Context: an optimization exercise on an open-source flow, tuned for small area. The choices shown serve that exercise and are no tape-out recipe. In this exercise RTL edits were held to simulation tests only and were not proved equivalent to the original. Power is estimated from default activity; no workload was simulated.

Setup of v6:
// csma_ca_mac_controller
module csma_ca_mac_controller #(
  parameter int SUB_SLOTS = csma_pkg::SUB_SLOTS_DEF
) (
  input  logic                             clk,
  input  logic                             rst,
  input  logic                             in_valid,
  output logic                             in_ready,
  input  logic [csma_pkg::KIND_W-1:0]      kind,
  input  logic [csma_pkg::MED_W-1:0]       medium_req,
  input  logic                             fcs_ok,
  input  logic                             for_us,
  input  logic                             frame_is_ack,
  input  logic                             dest_broadcast,
  input  logic                             dest_multicast,
  input  logic [csma_pkg::ADDR_W-1:0]      source_address,
  input  logic [csma_pkg::DRAW_W-1:0]      random_draw,
  output logic                             out_valid,
  input  logic                             out_ready,
  output logic [csma_pkg::ACT_W-1:0]       action,
  output logic [csma_pkg::MST_W-1:0]       mac_state,
  output logic [csma_pkg::ADDR_W-1:0]      ack_destination,
  output logic                             want_frame,
  input  logic                             cfg_valid,
  output logic                             cfg_ready,
  input  logic [csma_pkg::CFG_IDX_W-1:0]   cfg_index,
  input  logic [csma_pkg::CFG_DATA_W-1:0]  cfg_data
);
Settings: LEC_CHECK=0, CAP_MARGIN=20, CORE_MARGIN=2, CORE_UTILIZATION=55, CTS_BUF_LIST=sky130_fd_sc_hd__clkbuf_16, GPL_TIMING_DRIVEN=0, SLEW_MARGIN=20; clock period 11.0 ns.
standard.sh (not shown) runs the stock make flow with config.mk's settings and CLKGATE_MAP_FILE= SYNTH_SCRIPT=/design/flow/synth_recipe.tcl, a recipe that flattens the netlist after the stock synthesis.
==> flow/flow/run.sh <==
#!/bin/bash
# Layout flow: the standard synthesis, then the combinational logic between the
# registers re-mapped by ABC for area (registers, their names and cells kept), then
# the standard layout with the ports buffered by the smallest buffer.
set -euo pipefail
W=$(pwd)
F=$W/flow
R=$W/orfs/results/${FLOW_PLATFORM}/csma_ca_mac_controller/base
LIB=$FLOW_HOME/platforms/${FLOW_PLATFORM}/lib/sky130_fd_sc_hd__tt_025C_1v80.lib

bash standard.sh synth > $W/std_synth.log 2>&1

SEQ=$(python3 $F/seqcells.py $LIB)
DU=$(sed -n '/DONT_USE_CELLS += /,/^#/p' $FLOW_HOME/platforms/${FLOW_PLATFORM}/config.mk \
      | grep -o "sky130_fd_sc_hd__[a-z0-9_]*" | sed 's/^/-dont_use /' | tr '\n' ' ')
cp $R/1_2_yosys.v $W/std_1_2_yosys.v
sed -e "s#@SEQ@#$SEQ#; s#@NET@#$W/std_1_2_yosys.v#; s#@TOP@#$FLOW_TOP#; \
        s#@SCRIPT@#$F/area.abc#; s#@LIB@#$LIB#g; s#@DONTUSE@#$DU#; s#@STAT@#$W/remap_stat.txt#; \
        s#@OUT@#$W/remap.v#" $F/remap.ys.in > $W/remap.ys
yosys -s $W/remap.ys > $W/remap.log 2>&1
cp $W/remap.v $R/1_2_yosys.v
touch $R/1_2_yosys.v

bash standard.sh "BUFFER_PORTS_ARGS=-buffer_cell sky130_fd_sc_hd__buf_1" finish > $W/std_layout.log 2>&1
==> flow/flow/area.abc <==
&get -n
&deepsyn -T 240
&put
dch -f
amap
topo
==> flow/flow/remap.ys.in <==
read_liberty -ignore_miss_func @LIB@
blackbox @SEQ@
read_verilog @NET@
hierarchy -top @TOP@
flatten
hierarchy -top @TOP@
opt -purge
techmap
opt -fast -purge
abc -script @SCRIPT@ -liberty @LIB@ @DONTUSE@
opt_clean -purge
hilomap -singleton -hicell sky130_fd_sc_hd__conb_1 HI -locell sky130_fd_sc_hd__conb_1 LO
insbuf -buf sky130_fd_sc_hd__buf_1 A X
splitnets
opt_clean -purge
tee -o @STAT@ stat -liberty @LIB@
write_verilog -noattr -nohex -nodec @OUT@
==> flow/flow/seqcells.py <==
#!/usr/bin/env python3
"""Print the names of a liberty file's cells that hold state (ff, latch or statetable groups)."""
import re, sys
txt = open(sys.argv[1]).read()
names = []
for m in re.finditer(r'\n\s*cell\s*\(\s*"?(\w+)"?\s*\)\s*\{', txt):
    start = m.end(); depth = 1; j = start
    while depth:
        c = txt[j]
        if c == '{': depth += 1
        elif c == '}': depth -= 1
        j += 1
    if re.search(r'\b(ff|latch|ff_bank|latch_bank|statetable)\s*\(', txt[start:j - 1]):
        names.append(m.group(1))
print(' '.join(names))
Setup changes, v6 to v7
Settings: CTS_BUF_LIST changed from sky130_fd_sc_hd__clkbuf_16 to sky130_fd_sc_hd__clkbuf_8; CTS_CLUSTER_SIZE newly set to 40; CTS_CLUSTER_DIAMETER newly set to 150.
--- outcome ---
- Per the comparison of v7 with v6, global-route usage -0.24 points, maximum operating frequency now smaller, share of the final layout cell area in multi-input gates grew by 0.59 points, net switching power shows a reduction of 6.1%, part of the power in registers went up by 5.8 points.
- v7 completed; timing, DRC and antenna clean

========
== build 19 ==
Another version of the RTL of csma_ca_mac_controller (not shown whole).
For scale: ~1100 cells after synthesis, roughly 170 I/O pins, ~9200 um2 of cells after synthesis.
Settings: LEC_CHECK=0, CAP_MARGIN=20, CORE_MARGIN=2, CORE_UTILIZATION=70, CTS_BUF_LIST=sky130_fd_sc_hd__clkbuf_8, CTS_CLUSTER_SIZE=30, SLEW_MARGIN=20; clock period 11.0 ns.
==> flow/flow/area.abc <==
strash
dc2
dc2
dch -f
amap
topo
Scripts as last shown in full above: flow/flow/run.sh, flow/flow/remap.ys.in, flow/flow/seqcells.py
> inputs changed (build 19 -> build 90)
Settings: clearing CTS_CLUSTER_SIZE, which used to be 30; swapping 70 for 40 in CORE_UTILIZATION; clearing CTS_BUF_LIST, which used to be sky130_fd_sc_hd__clkbuf_8.
==> flow/run.sh (new file) <==
#!/bin/bash
# synth_recipe.tcl (not shown) runs the flow's synth.tcl, then flattens the netlist and writes it again
# the make line also repeats each setting of config.mk as NAME=value (left out here)
make -C /OpenROAD-flow-scripts/flow DESIGN_CONFIG=/design/flow/config.mk WORK_HOME=/design/flow/orfs CLKGATE_MAP_FILE= SYNTH_SCRIPT=/design/flow/synth_recipe.tcl finish
removed: flow/flow/run.sh
removed: flow/flow/area.abc
removed: flow/flow/remap.ys.in
removed: flow/flow/seqcells.py
removed: flow/standard.sh
### Flow results
Delta(global-route usage over all layers, build 90 - build 19) < 0
Maximum fanout along the worst path for build 90: 1 down relative to build 19
Final cell count sits higher in build 90 than in build 19.
Re number of nets in the synthesized netlist: build 19 was lower than build 90.
For build 44, these inputs were changed with respect to build 90:
Settings: a change of CORE_UTILIZATION from 40 to 55; an added CTS_BUF_LIST of sky130_fd_sc_hd__clkbuf_4 sky130_fd_sc_hd__clkbuf_8.
==> flow/flow/run.sh (new file) <==
#!/bin/bash
# Layout flow: the standard synthesis, then the combinational logic between the
# registers re-mapped by ABC for area (registers, their names and cells kept), then
# the standard layout with the ports buffered by the smallest buffer.
set -euo pipefail
W=$(pwd)
F=$W/flow
R=$W/orfs/results/${FLOW_PLATFORM}/csma_ca_mac_controller/base
LIB=$FLOW_HOME/platforms/${FLOW_PLATFORM}/lib/sky130_fd_sc_hd__tt_025C_1v80.lib

bash standard.sh synth > $W/std_synth.log 2>&1

SEQ=$(python3 $F/seqcells.py $LIB)
DU=$(sed -n '/DONT_USE_CELLS += /,/^#/p' $FLOW_HOME/platforms/${FLOW_PLATFORM}/config.mk \
      | grep -o "sky130_fd_sc_hd__[a-z0-9_]*" | sed 's/^/-dont_use /' | tr '\n' ' ')
cp $R/1_2_yosys.v $W/std_1_2_yosys.v
sed -e "s#@SEQ@#$SEQ#; s#@NET@#$W/std_1_2_yosys.v#; s#@TOP@#$FLOW_TOP#; \
        s#@SCRIPT@#$F/area.abc#; s#@LIB@#$LIB#g; s#@DONTUSE@#$DU#; s#@STAT@#$W/remap_stat.txt#; \
        s#@OUT@#$W/remap.v#" $F/remap.ys.in > $W/remap.ys
yosys -s $W/remap.ys > $W/remap.log 2>&1
cp $W/remap.v $R/1_2_yosys.v
touch $R/1_2_yosys.v

bash standard.sh "BUFFER_PORTS_ARGS=-buffer_cell sky130_fd_sc_hd__buf_1" finish > $W/std_layout.log 2>&1
==> flow/flow/area.abc (new file) <==
strash
dc2
dc2
dch -f
amap
topo
==> flow/flow/remap.ys.in (new file) <==
read_liberty -ignore_miss_func @LIB@
blackbox @SEQ@
read_verilog @NET@
hierarchy -top @TOP@
flatten
hierarchy -top @TOP@
opt -purge
techmap
opt -fast -purge
abc -script @SCRIPT@ -liberty @LIB@ @DONTUSE@
opt_clean -purge
hilomap -singleton -hicell sky130_fd_sc_hd__conb_1 HI -locell sky130_fd_sc_hd__conb_1 LO
insbuf -buf sky130_fd_sc_hd__buf_4 A X
splitnets
opt_clean -purge
tee -o @STAT@ stat -liberty @LIB@
write_verilog -noattr -nohex -nodec @OUT@
==> flow/flow/seqcells.py (new file) <==
#!/usr/bin/env python3
"""Print the names of a liberty file's cells that hold state (ff, latch or statetable groups)."""
import re, sys
txt = open(sys.argv[1]).read()
names = []
for m in re.finditer(r'\n\s*cell\s*\(\s*"?(\w+)"?\s*\)\s*\{', txt):
    start = m.end(); depth = 1; j = start
    while depth:
        c = txt[j]
        if c == '{': depth += 1
        elif c == '}': depth -= 1
        j += 1
    if re.search(r'\b(ff|latch|ff_bank|latch_bank|statetable)\s*\(', txt[start:j - 1]):
        names.append(m.group(1))
print(' '.join(names))
==> flow/standard.sh (new file) <==
#!/bin/bash
# synth_recipe.tcl (not shown) runs the flow's synth.tcl, then flattens the netlist and writes it again
# the make line also repeats each setting of config.mk as NAME=value (left out here)
make -C /OpenROAD-flow-scripts/flow DESIGN_CONFIG=/design/flow/config.mk WORK_HOME=/design/flow/orfs CLKGATE_MAP_FILE= SYNTH_SCRIPT=/design/flow/synth_recipe.tcl "${@:-finish}"
removed: flow/run.sh
Results
Of build 44 and build 90, it is build 44 that has the higher count of cells along the worst register-to-register path. [compare] base=build 90 new=build 44: highest clock frequency the design can meet grew by 5.8%; total power shrank by about 10%. Build 44 vs build 90, detailed-router iteration count before antenna repair went up by 1. Worst hold slack, build 44 and build 90, lower one = build 44. The final reports for build 44 and build 90 show final core utilization higher in the former. Taking build 90 as the reference, in build 44 portion of total power attributed to combinational logic increased 0.4 points, portion of total power attributed to the clock network fell by 6.1 points, routing usage on met2 now larger. Build 44 went all the way through synthesis, placement and routing and the layout is clean on timing, DRC and antenna. Build 90 reached the end of the flow, and the finished layout is clean on the timing, DRC and antenna checks. Delta(part of the cycle the worst path needs, build 44 - build 90) < 0.
Here is what was changed in the inputs of build 81 compared with build 44.
==> flow/flow/area.abc <==
strash
dc2
dch -f
if -K 6 -a
mfs
strash
dch -f
amap
topo
diff --git a/flow/flow/remap.ys.in b/flow/flow/remap.ys.in
--- a/flow/flow/remap.ys.in
+++ b/flow/flow/remap.ys.in
@@ -12,3 +12,3 @@
 hilomap -singleton -hicell sky130_fd_sc_hd__conb_1 HI -locell sky130_fd_sc_hd__conb_1 LO
-insbuf -buf sky130_fd_sc_hd__buf_4 A X
+insbuf -buf sky130_fd_sc_hd__buf_1 A X
 splitnets
==> comparison <==
Having completed the whole flow, build 81 delivered a layout that passed the timing, DRC and antenna checks. On count of sequential standard cells, build 81 and build 44 are neck and neck. Build 81 reports its end point of the critical path as in_ready while build 44 reports want_frame. Build 81 ended with less detailed-router iteration count before antenna repair than build 44. Going from build 44 to build 81, number of instances in the synthesized netlist went down; cell area after synthesis lost 0.58%; layout overhead on the synthesized area grew by 0.30 points. Critical path depth (build 81 / build 44): 1.3. Clock power ends up lower on build 81. As far as global router's overall resource usage is concerned, build 44 and build 81 perform about the same. Changes observed in build 81 relative to build 44: wire length now sits lower; setup slack went down; met2 usage in global routing has increased.
#### Input delta (build 49 over build 81)
Settings: a change of CORE_UTILIZATION from 55 to 40; a deleted CTS_BUF_LIST that had been sky130_fd_sc_hd__clkbuf_4 sky130_fd_sc_hd__clkbuf_8.
==> flow/flow/area.abc <==
strash
dc2
dc2
dch -f
amap
topo
diff --git a/flow/flow/remap.ys.in b/flow/flow/remap.ys.in
--- a/flow/flow/remap.ys.in
+++ b/flow/flow/remap.ys.in
@@ -12,3 +12,3 @@
 hilomap -singleton -hicell sky130_fd_sc_hd__conb_1 HI -locell sky130_fd_sc_hd__conb_1 LO
-insbuf -buf sky130_fd_sc_hd__buf_1 A X
+insbuf -buf sky130_fd_sc_hd__buf_4 A X
 splitnets
### Flow results
- In the flow results for build 49 and build 81, the synthesis-to-finish area growth is smaller on build 81.
- Setup WNS build 81 -> build 49: better
- Measured against each other, build 49 and build 81 differ in post-detailed-placement cell area, the higher figure coming from build 49.
- Global-route wire length before repair grows by a little under 10% when moving from build 81 to build 49.
- Number of logic inverters in the finished layout: build 49 vs build 81 down about 4%
- Between build 49 and build 81, overall track demand over capacity in global routing is lower for build 49, build 81 comes in above that.
- Looking at kind of critical path, the reg -> out result is from build 81; the in -> out one comes from build 49.
- Build 81 vs build 49, slowest stage cell on the critical path: a2111oi_1 vs nor3_1

-- separate check: timing with driven ports --
The flow's constraints put no driver on any port. The routed layouts listed below were extracted and timed again, unchanged, in two steps.
Step 1, drivers: a clkbuf_16 drives clk and a buf_2 each remaining input, both assumed.
Step 2, shift: input delay + t, output delay - t, t = (earliest + latest rising clock arrival at the registers) / 2. This alone moves slack from input paths to output paths.
a / b / c = ideal ports / drivers / drivers and shift; a / b = the first two.
| run | shift t [ns] | setup slack, ns | worst setup path at the end |
|---|---|---|---|
| v6 | 0.476 | 2.468 / 2.440 / 2.304 | input to register |
| v7 | 0.494 | 2.432 / 2.405 / 2.342 | input to register |
| build 19 | 0.520 | 2.367 / 2.334 / 2.334 | input to output |
| build 90 | 0.479 | 2.234 / 2.211 / 2.211 | input to output |
| build 44 | 0.511 | 2.712 / 2.672 / 2.792 | input to output |
| build 81 | 0.510 | 2.083 / 2.042 / 2.094 | input to output |
| build 49 | 0.490 | 2.575 / 2.534 / 2.534 | input to output |
After both steps setup and hold are still met in every run listed. For v6, which loses most, drivers alone change the setup slack by -0.028 ns; drivers and shift together by -0.164 ns.
